Background: an optimization exercise with open tools, aiming at small area, a short achievable clock period and few clock cycles per item. Do not read the settings as production practice.
The RTL was checked by simulation tests, not by an equivalence proof against the original design.
Power is estimated from default activity; no workload was simulated.

===== design/flow/run.sh =====
#!/bin/bash
# synth_recipe.tcl (not shown) runs the flow's synth.tcl, then flattens the netlist and writes it again
# the make line also repeats each setting of config.mk as NAME=value (left out here)
make -C /OpenROAD-flow-scripts/flow DESIGN_CONFIG=/design/flow/config.mk WORK_HOME=/design/flow/orfs CLKGATE_MAP_FILE= SYNTH_SCRIPT=/design/flow/synth_recipe.tcl finish

===== design/flow/config.mk =====
export PLATFORM = sky130hd
export DESIGN_NAME = sliding_window_event_rate
export DESIGN_NICKNAME = sliding_window_event_rate
export VERILOG_FILES = /design/flow/design.v
export SDC_FILE = /design/flow/constraint.sdc
export NUM_CORES = 4
export LEC_CHECK = 0
export CAP_MARGIN = 20
export CORE_MARGIN = 2
export CORE_UTILIZATION = 60
export SETUP_SLACK_MARGIN = 5
export SLEW_MARGIN = 20

===== design/flow/constraint.sdc =====
create_clock -name core_clock -period 10.0 [get_ports {clk}]
set_input_delay 2.0000 -clock core_clock [delete_from_list [all_inputs] [get_ports {clk}]]
set_output_delay 2.0000 -clock core_clock [all_outputs]
set_load 0.01 [all_outputs]

===== design/flow/design.v =====
package swer_pkg;
  localparam int NOW_W    = 32;
  localparam int ADD_W    = 16;
  localparam int CFG_W    = 7;
  localparam int BUCKET_W = 24;
  localparam int TOTAL_W  = 30;
  localparam logic [CFG_W-1:0]    CFG_RESET  = 7'd60;
  localparam logic [BUCKET_W-1:0] BUCKET_MAX = 24'hFF_FFFF;
  localparam logic [TOTAL_W-1:0]  TOTAL_MAX  = 30'h3FFF_FFFF;
endpackage
module swer_ram #(
  parameter int WIDTH = 24,
  parameter int DEPTH = 64
) (
  input  logic                     clk,
  input  logic                     wr_en,
  input  logic                     wr_all,
  input  logic                     wr_wrap,
  input  logic [$clog2(DEPTH)-1:0] wr_lo,
  input  logic [$clog2(DEPTH)-1:0] wr_hi,
  input  logic [WIDTH-1:0]         wr_data,
  input  logic                     wr_carry,
  input  logic [$clog2(DEPTH)-1:0] rd_addr,
  output logic [WIDTH-1:0]         rd_data,
  output logic                     rd_carry,
  output logic [DEPTH-1:0]         carries
);
  localparam int AW = $clog2(DEPTH);
  logic [WIDTH-1:0] mem [DEPTH];
  logic [DEPTH-1:0] cy;
  always_ff @(posedge clk) begin
    for (int j = 0; j < DEPTH; j++) begin
      if (wr_en && (wr_all ||
                    (wr_wrap ? (AW'(j) >= wr_lo || AW'(j) <= wr_hi)
                             : (AW'(j) >= wr_lo && AW'(j) <= wr_hi)))) begin
        mem[j] <= wr_data;
        cy[j]  <= !wr_all && AW'(j) == wr_lo && wr_carry;
      end
    end
  end
  assign rd_data  = mem[rd_addr];
  assign rd_carry = cy[rd_addr];
  assign carries  = cy;
endmodule
module sliding_window_event_rate #(
  parameter int MAX_WINDOW = 64
) (
  input  logic                            clk,
  input  logic                            rst_n,
  input  logic                            cfg_valid,
  output logic                            cfg_ready,
  input  logic [swer_pkg::CFG_W-1:0]      cfg_window_seconds,
  input  logic                            in_valid,
  output logic                            in_ready,
  input  logic [swer_pkg::NOW_W-1:0]      in_now_seconds,
  input  logic [swer_pkg::ADD_W-1:0]      in_add_count,
  output logic                            out_valid,
  input  logic                            out_ready,
  output logic [swer_pkg::TOTAL_W-1:0]    out_window_total
);
  localparam int AW = $clog2(MAX_WINDOW);
  localparam int WW = $clog2(MAX_WINDOW + 1);
  localparam int TW = swer_pkg::TOTAL_W;
  localparam int BW = swer_pkg::BUCKET_W;
  localparam int HW = TW - BW;
  localparam int NW = swer_pkg::NOW_W;
  localparam int DW = swer_pkg::ADD_W;
  logic          go;             
  logic          in_rdy_r, cfg_rdy_r, cfg_mode_r, clr_r, clr_do;
  logic          in_fire, cfg_fire;
  logic [WW-1:0] w_r;            
  logic          v0, v1, v2, v3, v4;
  logic          ov_r, sk_v;
  logic [TW-1:0] ov_tot, sk_tot;
  assign in_fire  = in_valid && in_rdy_r;
  assign cfg_fire = cfg_valid && cfg_rdy_r;
  assign go       = !sk_v;
  assign clr_do   = clr_r && (go || !v3);
  assign in_ready         = in_rdy_r;
  assign cfg_ready        = cfg_rdy_r;
  assign out_valid        = ov_r;
  assign out_window_total = ov_tot;
  logic [NW-1:0] now0;
  logic [DW-1:0] add0;
  always_ff @(posedge clk) begin
    if (go) begin
      now0 <= in_now_seconds;
      add0 <= in_add_count;
    end
  end
  logic [NW-1:0] last_r;
  logic [NW-1:0] delta;
  logic          later;
  logic          gt1, big1;
  logic [WW-1:0] dlo1;
  logic [DW-1:0] add1;
  assign later = now0 > last_r;
  assign delta = now0 - last_r;
  always_ff @(posedge clk) begin
    if (!rst_n) begin
      last_r <= '0;
    end else if (go && v0 && later) begin
      last_r <= now0;
    end
    if (go) begin
      gt1  <= later;
      big1 <= |delta[NW-1:WW];
      dlo1 <= delta[WW-1:0];
      add1 <= add0;
    end
  end
  logic [AW-1:0] slot_r, slot1_r;
  logic          full_s, step_s, ge_c, ge_n;
  logic [WW:0]   sum_c, sum_n, sub_c, sub_n;
  logic [AW-1:0] slot_k, rd_k;
  logic          gt2, full2, wrap2;
  logic [AW-1:0] lo2, hi2, rd2;
  logic [DW-1:0] add2;
  assign full_s = gt1 && (big1 || dlo1 >= w_r);
  assign step_s = gt1 && !full_s;
  assign sum_c  = (WW+1)'(slot_r) + (WW+1)'(dlo1);
  assign sum_n  = (WW+1)'(slot1_r) + (WW+1)'(dlo1);
  assign sub_c  = sum_c - (WW+1)'(w_r);
  assign sub_n  = sum_n - (WW+1)'(w_r);
  assign ge_c   = !sub_c[WW];
  assign ge_n   = !sub_n[WW];
  assign slot_k = ge_c ? AW'(sub_c) : AW'(sum_c);
  assign rd_k   = ge_n ? AW'(sub_n) : AW'(sum_n);
  always_ff @(posedge clk) begin
    if (clr_do) begin
      slot_r  <= '0;
      slot1_r <= (w_r == WW'(1)) ? AW'(0) : AW'(1);
    end else if (go && v1 && step_s) begin
      slot_r  <= slot_k;
      slot1_r <= rd_k;
    end
    if (go) begin
      gt2   <= gt1;
      full2 <= full_s;
      lo2   <= slot1_r;
      hi2   <= slot_k;
      wrap2 <= ge_c && slot1_r != '0;
      rd2   <= step_s ? rd_k : slot1_r;
      add2  <= add1;
    end
  end
  logic [TW-1:0]         acc_r;
  logic [BW-1:0]         bkt_r;
  logic [HW-1:0]         hc_r;      
  logic [BW-1:0]         ring_rd;
  logic                  ring_cy;
  logic [MAX_WINDOW-1:0] ring_cys;
  logic [DW:0]           lsum;
  logic                  bsat;
  logic [TW-1:0]         acc_add;
  logic [TW-1:0]         asat_r;    
  logic [BW-1:0]         oldlo3;
  logic                  oldcy3;
  swer_ram #(
    .WIDTH (BW),
    .DEPTH (MAX_WINDOW)
  ) u_ring (
    .clk      (clk),
    .wr_en    (clr_do || (go && v2 && gt2)),
    .wr_all   (clr_do || full2),
    .wr_wrap  (wrap2),
    .wr_lo    (lo2),
    .wr_hi    (hi2),
    .wr_data  (acc_r[BW-1:0]),
    .wr_carry (acc_r[TW-1:BW] != hc_r),
    .rd_addr  (rd2),
    .rd_data  (ring_rd),
    .rd_carry (ring_cy),
    .carries  (ring_cys)
  );
  assign lsum    = (DW+1)'(bkt_r[DW-1:0]) + (DW+1)'(add2);
  assign bsat    = !gt2 && lsum[DW] && (&bkt_r[BW-1:DW]);
  assign acc_add = acc_r + TW'(add2);
  always_ff @(posedge clk) begin
    if (!rst_n) begin
      acc_r <= '0;
    end else if (go && v2) begin
      acc_r <= bsat ? asat_r : acc_add;
    end
    if (clr_do || (go && v2 && gt2)) begin
      hc_r   <= acc_r[TW-1:BW];
      asat_r <= acc_r + TW'(swer_pkg::BUCKET_MAX);
    end
    if (clr_do) begin
      bkt_r <= '0;
    end else if (go && v2) begin
      if (gt2)       bkt_r <= BW'(add2);
      else if (bsat) bkt_r <= swer_pkg::BUCKET_MAX;
      else           bkt_r <= {bkt_r[BW-1:DW] + (BW-DW)'(lsum[DW]), lsum[DW-1:0]};
    end
    if (go) begin
      oldlo3 <= full2 ? acc_r[BW-1:0] : ring_rd;
      oldcy3 <= !full2 && ring_cy;
    end
  end
  localparam int NG = MAX_WINDOW / 8;
  logic [BW:0]     lo_diff;
  logic [3:0]      grp [NG];
  logic [3:0]      grp4 [NG];
  logic [BW-1:0]   lo4;
  logic [HW-1:0]   hi4;
  always_comb begin
    for (int g = 0; g < NG; g++) begin
      grp[g] = '0;
      for (int b = 0; b < 8; b++) grp[g] = grp[g] + 4'(ring_cys[8*g+b]);
    end
  end
  assign lo_diff = {1'b0, acc_r[BW-1:0]} - {1'b0, oldlo3};
  always_ff @(posedge clk) begin
    if (go) begin
      for (int g = 0; g < NG; g++) grp4[g] <= grp[g];
      lo4 <= lo_diff[BW-1:0];
      hi4 <= acc_r[TW-1:BW] - hc_r - HW'(oldcy3) - HW'(lo_diff[BW]);
    end
  end
  logic [6:0]    ncy;
  logic [TW-1:0] tot5;
  logic          take;
  always_comb begin
    ncy = '0;
    for (int g = 0; g < NG; g++) ncy = ncy + 7'(grp4[g]);
  end
  assign tot5 = {hi4 + HW'(ncy), lo4};
  assign take = ov_r && out_ready;
  always_ff @(posedge clk) begin
    if (!rst_n) begin
      ov_r <= 1'b0;
      sk_v <= 1'b0;
    end else begin
      if (!ov_r || take) begin
        if (sk_v) begin
          ov_r <= 1'b1;
          sk_v <= 1'b0;
        end else begin
          ov_r <= v4;
        end
      end else if (v4 && go) begin
        sk_v <= 1'b1;
      end
    end
    if (!ov_r || take) begin
      ov_tot <= sk_v ? sk_tot : tot5;
    end
    if (go) begin
      sk_tot <= tot5;
    end
  end
  logic v0_nx, v1_nx, v2_nx, go_nx, mode_nx;
  assign v0_nx   = go ? in_fire : v0;
  assign v1_nx   = go ? v0 : v1;
  assign v2_nx   = go ? v1 : v2;
  assign go_nx   = !(ov_r && !take && (sk_v || (v4 && go)));
  assign mode_nx = (cfg_mode_r || cfg_valid) && !cfg_fire;
  always_ff @(posedge clk) begin
    if (!rst_n) begin
      v0         <= 1'b0;
      v1         <= 1'b0;
      v2         <= 1'b0;
      v3         <= 1'b0;
      v4         <= 1'b0;
      in_rdy_r   <= 1'b0;
      cfg_rdy_r  <= 1'b0;
      cfg_mode_r <= 1'b0;
      clr_r      <= 1'b1;
      w_r        <= WW'(swer_pkg::CFG_RESET);
    end else begin
      v0         <= v0_nx;
      v1         <= v1_nx;
      if (go) begin
        v2 <= v1;
        v3 <= v2;
        v4 <= v3;
      end
      cfg_mode_r <= mode_nx;
      cfg_rdy_r  <= mode_nx && !v0_nx && !v1_nx && (!v2_nx || go_nx);
      in_rdy_r   <= !mode_nx && go_nx;
      clr_r      <= cfg_fire || (clr_r && !clr_do);
      if (cfg_fire) begin
        if (cfg_window_seconds == '0) begin
          w_r <= WW'(1);
        end else if (32'(cfg_window_seconds) > 32'(MAX_WINDOW)) begin
          w_r <= WW'(MAX_WINDOW);
        end else begin
          w_r <= WW'(cfg_window_seconds);
        end
      end
    end
  end
endmodule

==> run notes, run 1 <==
Final HPWL DP=about 170 mm; Leak=0.0337 uW; Initial Utilization=0.603; gr ovfl total=0; top cell type's share of synthesized area=0.678; initial antenna violation count=19; first-pass GRT wire length=approximately 420 mm; Die Y=376 microns; drt wl/cell=roughly 40 microns; flops & latches, synth=2009; Final period util=0.484; cells after synthesis=about 5600; HP Class=register to register; routability congestion estimate=just over 0.9; synth top area cells=edfxtp_1 (68%), a22oi_1 (6.0%), dfxtp_1 (3.4%); Async S/R FF share, synth=0; Avg Cell Area, Syn=14.7 sq um; initial drt markers=12300; H-tree lvl count=4; full die area=approximately 140000 sq um; VDD IR max=between 0.5 and 0.6 mV; FF+latch area=just under 60000 sq um; ys flop type=edfxtp_1; Final min period=just under 5 ns; Worst Setup SP=acc_r[0]$_SDFFE_PN0P_; crit path kind=register to register; die width=roughly 380 microns; Post-synth EDFFs=roughly 1900; multiplexer share of the synthesized area=0.0124; Clk Latency, worst-skew pair=between 0.8 and 0.9 ns; Post-DP Area=87500 sq um; Post-Synth XOR/XNOR Area=0.0128; overall routing resource usage=0.437; Non-Filler Cell Area, Final=94000 sq um; largest family of logic cells by synthesized area=compound AO/OA/AOI/OAI gates; reg-to-reg endpoint=hi4[4]$_DFFE_PN_; crit path to=hi4[4]$_DFFE_PN_; slowest CP cell=fa_1; Final nets=around 6100; type of origin of the critical path=register; worst slew pin tran=~1.1 ns; WP buf/inv=3; crit path DAT=between 5 and 6 ns; vias=about 57000; worst stage delay on the critical path=~0.46 ns; syn nets=about 5900; R2R Path Start=acc_r[0]$_SDFFE_PN0P_; clk sink count=~2000; Top cell by count, worst path=fa_1; max_cap viols=0; fin. max-slew vios=0; Vias/cell=~7.3; Worst Hold Depth=0; endpoints failing setup=0; CTS tree=built; Seq/Total Area, Yosys=0.711; Post-Synth Adder-Cell Area=0.0481; R2R setup slack=5.16 ns; cell family with most CP delay=adder cells; area leader, netlist=edfxtp_1; Synth Area in Simple Gates=0.0686; Worst-path clk slew=approximately 0.060 ns; drt total wl=a little over 300 mm; maximum root-to-sink buffer count=3; Pwr Total=between 20000 and 30000 uW; detailed-route DRC error count=0; Slew Limit Headroom=0.234; compound-gate portion of the synthesized area=0.121; Ys Warns=5; critical-path cell list=buf_12 -> inv_1 -> ha_1 -> fa_1 -> nor2b_1 -> o31a_1 -> o211ai_1 -> a21oi_1 -> o21ai_0 -> a21oi_2 -> o21ai_0 -> o21ai_1 -> a31oi_1 -> fa_1 -> fa_1 -> fa_1 -> inv_1 -> a21o_1 -> a21oi_1 -> xnor2_1; Mapped Area=82800 sq um; Post-CTS Hold Buffers=0; worst-path maximum fanout=18; Ports=93; pwr dens=between 200 and 300 nW/um^2; largest net degree at the start of global routing=approximately 180; Final Hold Fails=0; Root Buffer=clkbuf_16; unrepaired setup endpoints after global routing=false; Worst Skew=~0.046 ns; status=timing/DRC/antenna clean; Stages on worst setup path=20; layout cells sized above 1=0.121; IO buf count=around 90; CP endpoint kind=register; core area=around 140000 sq um; Pre-antenna DRT Iters=9; Synth cell types=84; fillcell total=around 9300; vias in the first global route=~51000; WP data required=between 10 and 15 ns; Row Count=roughly 140; f_max=207 MHz; Worst Reg-to-Reg Cells=20; CTS Buf Count=195; antenna viol nets, final=0; Area Growth Syn to Fin=13.4%; multi-input logic area=22900 sq um; TNS Setup=0 ns
==> cell type report <==
| type | instances | area share |
|---|---|---|
| clock inverter | 97 | 0.0104 |
| timing repair buffer | 283 | 0.0262 |
| sequential | 2009 | 0.628 |
| antenna | 15 | 0.000400 |
| clock buffer | 263 | 0.0566 |
| multi-input combinational | 3060 | 0.244 |
| tap | 1794 | 0.0239 |
| inverter | 275 | 0.0110 |
==> layer usage <==
metal  track usage  wire length [microns]
met5       0.00274                    321
met2         0.612                 129000
met3         0.159                  52200
met4         0.230                  20100
met1         0.602                 109000
==> timing repair <==
action                                  CTS  global route
pin swaps                                 0             2
buffers inserted                          0             4
endpoints found under the setup margin    5             2
resized for setup                         8             3
gates cloned                              0             4
==> sequential cells by signal (all words and copies together) (netlist names), 30 cells and up <==
signal	count
acc_r	30
asat_r	30
grp4	32
last_r	32
now0	32
ov_tot	30
sk_tot	30
u_ring.cy	64
u_ring.mem	1536
==> worst min-delay path by stage <==
| stage | from | slack [ns] | end |
|---|---|---|---|
| 6_report | add0[4]$_DFFE_PN_ | 0.40 | add1[4]$_DFFE_PN_ |
| 2_1_floorplan | add0[0]$_DFFE_PN_ | 0.40 | add1[0]$_DFFE_PN_ |
| 3_5_place_dp | add0[0]$_DFFE_PN_ | 0.40 | add1[0]$_DFFE_PN_ |
| 3_3_place_gp | add0[14]$_DFFE_PN_ | 0.40 | add1[14]$_DFFE_PN_ |
| 5_1_grt | add0[9]$_DFFE_PN_ | 0.43 | add1[9]$_DFFE_PN_ |
| 4_1_cts | add0[4]$_DFFE_PN_ | 0.41 | add1[4]$_DFFE_PN_ |
==> per-stage QoR <==
step | cells | utilization | hold slack, ns | worst slack, ns
2_1_floorplan | 5631 | - | 0.400 | 5.08
3_3_place_gp | 7413 | 0.637 | 0.403 | 4.58
3_5_place_dp | 7413 | 0.637 | 0.405 | 4.58
4_1_cts | 7773 | 0.683 | 0.408 | 5.07
5_1_grt | 7781 | 0.684 | 0.425 | 4.99
6_report | 7796 | 0.684 | 0.402 | 5.16
==> kinds of logic after synthesis <==
logic type,count (synthesis)
AO/OA/AOI/OAI,1440
adder cells (fa/ha/maj),288
flip-flops,2009
AND/OR/NAND/NOR,1139
buffers and inverters,562
multiplexers,72
XOR/XNOR,121
==> cells in the mapped netlist (45+ instances only) <==
cell type,number
edfxtp_1,1869
a22oi_1,662
nor2_1,321
inv_1,274
clkbuf_1,265
a21oi_1,221
nand2_1,204
nand4_1,170
o21ai_0,169
ha_1,165
dfxtp_1,140
nand3_1,140
nor3_1,78
xnor2_1,70
fa_1,69
a21o_1,68
maj3_1,54
or4_1,53
xor2_1,51
a221oi_1,45
==> placed cells by master (no fill, tap or decap), types with 34 or more instances in the layout <==
cell	netlist	layout
xor2_1	51	51
fa_1	69	69
clkinv_1	1	34
mux2_2	38	38
dfxtp_1	140	115
maj3_1	54	54
nor3_1	78	78
inv_1	274	272
edfxtp_1	1869	1869
ha_1	165	165
a221oi_1	45	45
a21o_1	68	68
clkbuf_1	265	54
clkinv_2	0	34
a21oi_1	221	191
nand3_1	140	140
or4_1	53	53
nand2_1	204	204
clkbuf_16	0	203
a22oi_1	662	662
clkdlybuf4s50_1	0	91
nor2_4	0	101
nor2_1	321	220
a31oi_1	35	34
o21ai_0	169	168
a22o_1	43	43
nand4_1	170	170
buf_4	0	183
xnor2_1	70	70
==> where the power goes <==
| group | switching, uW | total (uW) | internal, uW |
|---|---|---|---|
| Sequential | 468 | 11100 | 10600 |
| Clock | 3200 | 7280 | 4080 |
| Combinational | 4580 | 6650 | 2070 |
Testbench counts, summed over its fixed seeds: cycles 9,712, items 9,600.
==> run 2: changes to the inputs <==
--- a/design/flow/design.v
+++ b/design/flow/design.v
@@ -110,22 +110,22 @@
     end
   end
   logic [AW-1:0] slot_r, slot1_r;
-  logic          full_s, step_s, ge_c, ge_n;
-  logic [WW:0]   sum_c, sum_n, sub_c, sub_n;
+  logic [7:0]    nw_r;           
+  logic          full_s, step_s;
+  logic [7:0]    sum_c, sum_n;
+  logic [8:0]    sub_c, sub_n;
   logic [AW-1:0] slot_k, rd_k;
   logic          gt2, full2, wrap2;
   logic [AW-1:0] lo2, hi2, rd2;
   logic [DW-1:0] add2;
   assign full_s = gt1 && (big1 || dlo1 >= w_r);
   assign step_s = gt1 && !full_s;
-  assign sum_c  = (WW+1)'(slot_r) + (WW+1)'(dlo1);
-  assign sum_n  = (WW+1)'(slot1_r) + (WW+1)'(dlo1);
-  assign sub_c  = sum_c - (WW+1)'(w_r);
-  assign sub_n  = sum_n - (WW+1)'(w_r);
-  assign ge_c   = !sub_c[WW];
-  assign ge_n   = !sub_n[WW];
-  assign slot_k = ge_c ? AW'(sub_c) : AW'(sum_c);
-  assign rd_k   = ge_n ? AW'(sub_n) : AW'(sum_n);
+  assign sum_c  = 8'(slot_r) + 8'(dlo1);
+  assign sum_n  = 8'(slot1_r) + 8'(dlo1);
+  assign sub_c  = 9'(slot_r) + 9'(dlo1) + 9'(nw_r);
+  assign sub_n  = 9'(slot1_r) + 9'(dlo1) + 9'(nw_r);
+  assign slot_k = sub_c[8] ? AW'(sub_c) : AW'(sum_c);
+  assign rd_k   = sub_n[8] ? AW'(sub_n) : AW'(sum_n);
   always_ff @(posedge clk) begin
     if (clr_do) begin
       slot_r  <= '0;
@@ -139,7 +139,7 @@
       full2 <= full_s;
       lo2   <= slot1_r;
       hi2   <= slot_k;
-      wrap2 <= ge_c && slot1_r != '0;
+      wrap2 <= sub_c[8] && slot1_r != '0;
       rd2   <= step_s ? rd_k : slot1_r;
       add2  <= add1;
     end
@@ -203,6 +203,7 @@
   logic [3:0]      grp [NG];
   logic [3:0]      grp4 [NG];
   logic [BW-1:0]   lo4;
+  logic            lob4;
   logic [HW-1:0]   hi4;
   always_comb begin
     for (int g = 0; g < NG; g++) begin
@@ -214,8 +215,9 @@
   always_ff @(posedge clk) begin
     if (go) begin
       for (int g = 0; g < NG; g++) grp4[g] <= grp[g];
-      lo4 <= lo_diff[BW-1:0];
-      hi4 <= acc_r[TW-1:BW] - hc_r - HW'(oldcy3) - HW'(lo_diff[BW]);
+      lo4  <= lo_diff[BW-1:0];
+      lob4 <= lo_diff[BW];
+      hi4  <= acc_r[TW-1:BW] - hc_r - HW'(oldcy3) - HW'(1);
     end
   end
   logic [6:0]    ncy;
@@ -225,7 +227,7 @@
     ncy = '0;
     for (int g = 0; g < NG; g++) ncy = ncy + 7'(grp4[g]);
   end
-  assign tot5 = {hi4 + HW'(ncy), lo4};
+  assign tot5 = {hi4 + HW'(ncy) + HW'(!lob4), lo4};
   assign take = ov_r && out_ready;
   always_ff @(posedge clk) begin
     if (!rst_n) begin
@@ -268,6 +270,7 @@
       cfg_mode_r <= 1'b0;
       clr_r      <= 1'b1;
       w_r        <= WW'(swer_pkg::CFG_RESET);
+      nw_r       <= 8'(256 - 32'(swer_pkg::CFG_RESET));
     end else begin
       v0         <= v0_nx;
       v1         <= v1_nx;
@@ -282,11 +285,14 @@
       clr_r      <= cfg_fire || (clr_r && !clr_do);
       if (cfg_fire) begin
         if (cfg_window_seconds == '0) begin
-          w_r <= WW'(1);
+          w_r  <= WW'(1);
+          nw_r <= 8'(255);
         end else if (32'(cfg_window_seconds) > 32'(MAX_WINDOW)) begin
-          w_r <= WW'(MAX_WINDOW);
+          w_r  <= WW'(MAX_WINDOW);
+          nw_r <= 8'(256 - MAX_WINDOW);
         end else begin
-          w_r <= WW'(cfg_window_seconds);
+          w_r  <= WW'(cfg_window_seconds);
+          nw_r <= 8'(0) - 8'(cfg_window_seconds);
         end
       end
     end
==> design/flow/flow/run.sh (new file) <==
#!/bin/bash
set -euo pipefail
bash standard.sh SETUP_SLACK_MARGIN=6.5 finish > flow_make.log 2>&1
==> design/flow/standard.sh (new file) <==
#!/bin/bash
# synth_recipe.tcl (not shown) runs the flow's synth.tcl, then flattens the netlist and writes it again
# the make line also repeats each setting of config.mk as NAME=value (left out here)
make -C /OpenROAD-flow-scripts/flow DESIGN_CONFIG=/design/flow/config.mk WORK_HOME=/design/flow/orfs CLKGATE_MAP_FILE= SYNTH_SCRIPT=/design/flow/synth_recipe.tcl "${@:-finish}"
--- a/design/flow/config.mk
+++ b/design/flow/config.mk
@@ -8,5 +8,6 @@
 export CAP_MARGIN = 20
 export CORE_MARGIN = 2
 export CORE_UTILIZATION = 60
-export SETUP_SLACK_MARGIN = 5
+export CTS_CLUSTER_DIAMETER = 100
+export CTS_CLUSTER_SIZE = 24
 export SLEW_MARGIN = 20
removed: design/flow/run.sh
==> run notes, run 2 <==
status=timing/DRC/antenna clean; Non-Filler Cell Area, Final=roughly 90000 sq um; initial antenna violation count=19; Setup WS pre-CTS=5.91 ns; Worst Setup SP=grp4[7][3]$_DFFE_PN_; Worst Skew=~0.04 ns; ys flop type=edfxtp_1; Ports=slightly above 90; worst slew pin tran=around 1.1 ns; Row Count=about 140; largest register by flop count=u_ring.mem; cells after synthesis=between 5000 and 6000; drt total wl=311 mm; clk sink count=between 2000 and 2500; switching share of power=0.325; initial drt markers=12500; type of origin of the critical path=register; core area=~140000 sq um; Leak=between 0.03 and 0.04 uW; max_cap viols=0; Post-CTS Hold Buffers=0; flops & latches, synth=between 2000 and 2500; unrepaired setup endpoints after global routing=true; crit path DAT=slightly above 4 ns; die width=between 300 and 400 microns; worst stage delay on the critical path=around 0.56 ns; Power Internal=14500 uW; WP data required=around 10 ns; Seq pwr share=0.516; synth top area cells=edfxtp_1 (67%), a22oi_1 (6.0%), dfxtp_1 (3.5%); full die area=142000 sq um; Switch Pwr=approximately 7000 uW; Die Y=377 microns; crit path kind=register to register; drt wl/cell=between 40 and 50 microns; worst-path maximum fanout=2; CP endpoint kind=register; layout cells sized above 1=0.115; top cell type's share of synthesized area=0.672; pwr dens=between 200 and 250 nW/um^2; Post-synth EDFFs=around 1900; largest net degree at the start of global routing=approximately 80; critical-path cell list=fa_1 -> fa_1 -> fa_1 -> inv_1 -> fa_1 -> inv_1 -> ha_1 -> a21o_1 -> a21oi_2 -> xnor2_1 -> o21ai_1; Clock power frac=0.206; most common cell after layout, fill and taps aside=edfxtp_1; first-pass GRT wire length=about 420 mm; slowest CP cell=fa_1; Root Buffer=clkbuf_16; Seq/Total Area, Yosys=0.708; Final Hold Fails=0; routability congestion estimate=between 0.9 and 1; setup slack after layout=~6.4 ns; Final HPWL DP=170 mm; max reg flops=1536; Comb power frac=0.278; Initial Utilization=0.606; f_max=275 MHz; Post-DP Area=approximately 90000 sq um; Async S/R FF share, synth=0; syn nets=5989; most frequent cells in the layout=edfxtp_1 (1870), a22oi_1 (662), nor2_1 (284); fin. max-slew vios=0; Pre-antenna DRT Iters=9; top cells by count, synth=edfxtp_1 (1870), a22oi_1 (662), nor2_1 (359), inv_1 (272), clkbuf_1 (249); area leader, netlist=edfxtp_1; Final min period=around 3.6 ns; overall routing resource usage=0.434; Synth cell types=91; H-tree lvl count=3; Mapped Area=~84000 sq um; Hold Crit Start=add1[13]$_DFFE_PN_; Clk Latency, worst-skew pair=0.79 ns; endpoints failing setup=0; maximum root-to-sink buffer count=3; gr ovfl total=0; most frequent cell after synthesis=edfxtp_1; Vias/cell=about 7.4; Top cell by count, worst path=fa_1; CTS Buf Count=95; detailed-route DRC error count=0; Largest regs=u_ring.mem x1536, u_ring.cy x64; Final period util=0.363; Avg Cell Area, Syn=14.7 sq um; R2R Path Start=grp4[7][3]$_DFFE_PN_; Slew Limit Headroom=0.283; IO buf count=92; vias=~57000; HP Class=register to register; post-layout util=0.665; Ys Warns=5; CTS tree=built; Worst-path clk slew=approximately 0.10 ns; antenna viol nets, final=0; TNS Setup=0 ns; vias in the first global route=roughly 51000; VDD IR max=slightly below 0.6 mV; Area Growth Syn to Fin=9.71%; Final nets=6117
run 2: cell types whose count changed after synthesis, moves of 18 or more:
| cell | delta |
|---|---|
| nor3_1 | -24 |
| nor4_1 | +38 |
| and2_1 | +18 |
| buf_2 | +33 |
| nor2_1 | +38 |
| nand3_1 | -48 |
| or4_1 | -42 |
| o22ai_1 | -21 |
| mux2i_1 | +39 |
run 2: layer usage:
metal | wire length (microns) | global-route usage | share of wire | vias to the layer above
met5 | 218 | 0.00172 | 0.00070 | -
met4 | 21600 | 0.235 | 0.069 | 20
met3 | 52400 | 0.155 | 0.17 | 1096
met2 | 127000 | 0.601 | 0.41 | 5488
met1 | 110000 | 0.603 | 0.35 | 28000
li1 | - | - | - | 22300
run 2: final cells by class:
class | instances | area, sq um
Inverter | 274 | 1040
Fill cell | 9729 | 46200
Tap cell | 1794 | 2240
Antenna cell | 14 | 35.0
Timing Repair Buffer | 338 | 2960
Multi-Input combinational cell | 3085 | 23500
Sequential cell | 2017 | 59100
Clock buffer | 128 | 2520
Clock inverter | 10 | 145
run 2: kinds of logic (layout without fill, tap and decap cells):
logic type / Yosys count / after routing / synth area share
DFF: 2017 / 2017 / 0.708
AOI/OAI and AO/OA: 1406 / 1407 / 0.118
and+or+nand+nor: 1167 / 1167 / 0.0699
buffers and inverters: 582 / 750 / 0.0270
adders and majority gates: 297 / 297 / 0.0502
xor gates and xnor gates: 112 / 112 / 0.0117
muxes: 102 / 102 / 0.0158
other: 0 / 14 / 0
run 2: metrics by stage:
step	cells	power (uW)	hold WS, ns
after CTS	7606	21100	0.416
after floorplan	5683	14200	0.400
after global routing	7647	22100	0.424
final	7660	21400	0.412
after global placement	7439	16500	0.402
after detailed placement	7439	16600	0.405
run 2: critical path: cells and delay by family (launching register included):
kind,cells,cell delay [ns]
xor gates and xnor gates,1,0.13
adders and majority gates,5,2.32
AOI/OAI and AO/OA,3,0.39
buffers and inverters,2,0.10
DFF,1,0.41
run 2: worst paths after layout:
path / end / slack [ns] / cells past startpoint
setup / recovery: ov_tot[29]$_DFFE_PP_ / 6.37 / 11
setup reg to reg: ov_tot[29]$_DFFE_PP_ / 6.37 / 11
hold / removal: add2[13]$_DFFE_PN_ / 0.41 / 0
hold reg to reg: add2[13]$_DFFE_PN_ / 0.41 / 0
run 2: what timing repair did:
action,in CTS,in global routing
pin swaps,17,29
gates resized for setup,84,83
gates cloned,0,1
buffers inserted,29,39
hold endpoints to repair,0,0
endpoints found under the setup margin,302,150
run 2: power by group through the flow:
stage	logic (uW)	registers [uW]	clock network, uW
after floorplan	3130	11100	0
after global placement	5260	11200	0
after detailed placement	5320	11200	0
after CTS	5630	11000	4410
after global routing	6350	11100	4660
final	5950	11100	4420
Testbench counts of run 2, summed over its fixed seeds: cycles 9,712, items 9,600.

-- what the ideal ports hide --
The results above use ideal ports. As a check the final layouts listed here were re-extracted and re-timed, cells and wires unchanged. Step 1 (the two cells are an assumption about what drives the block):
set clk [get_ports {clk}]
set_driving_cell -lib_cell sky130_fd_sc_hd__clkbuf_16 $clk
set_driving_cell -lib_cell sky130_fd_sc_hd__buf_2 [delete_from_list [all_inputs] $clk]
Step 2 also shifts input and output timing later by t, the mid clock arrival at the registers, as if the neighbouring blocks saw the same clock. Three values: ideal, step 1, step 2; two values: the first two.
run | shift t [ns] | slack for setup (ns) | hold slack, ns | latest minus earliest clock arrival (ns) | cell pins on the clock port's net
run 1 | 0.909 | 5.158 / 5.158 / 5.158 | 0.402 / 0.402 / 0.402 | 0.047 / 0.047 | 1
run 2 | 0.846 | 6.367 / 6.367 / 6.030 | 0.412 / 0.412 / 0.412 | 0.043 / 0.044 | 1
After both steps every run listed still meets setup and hold. The setup slack of run 2, which loses most, moves by 0.000 ns with the drivers and by -0.337 ns with both steps.
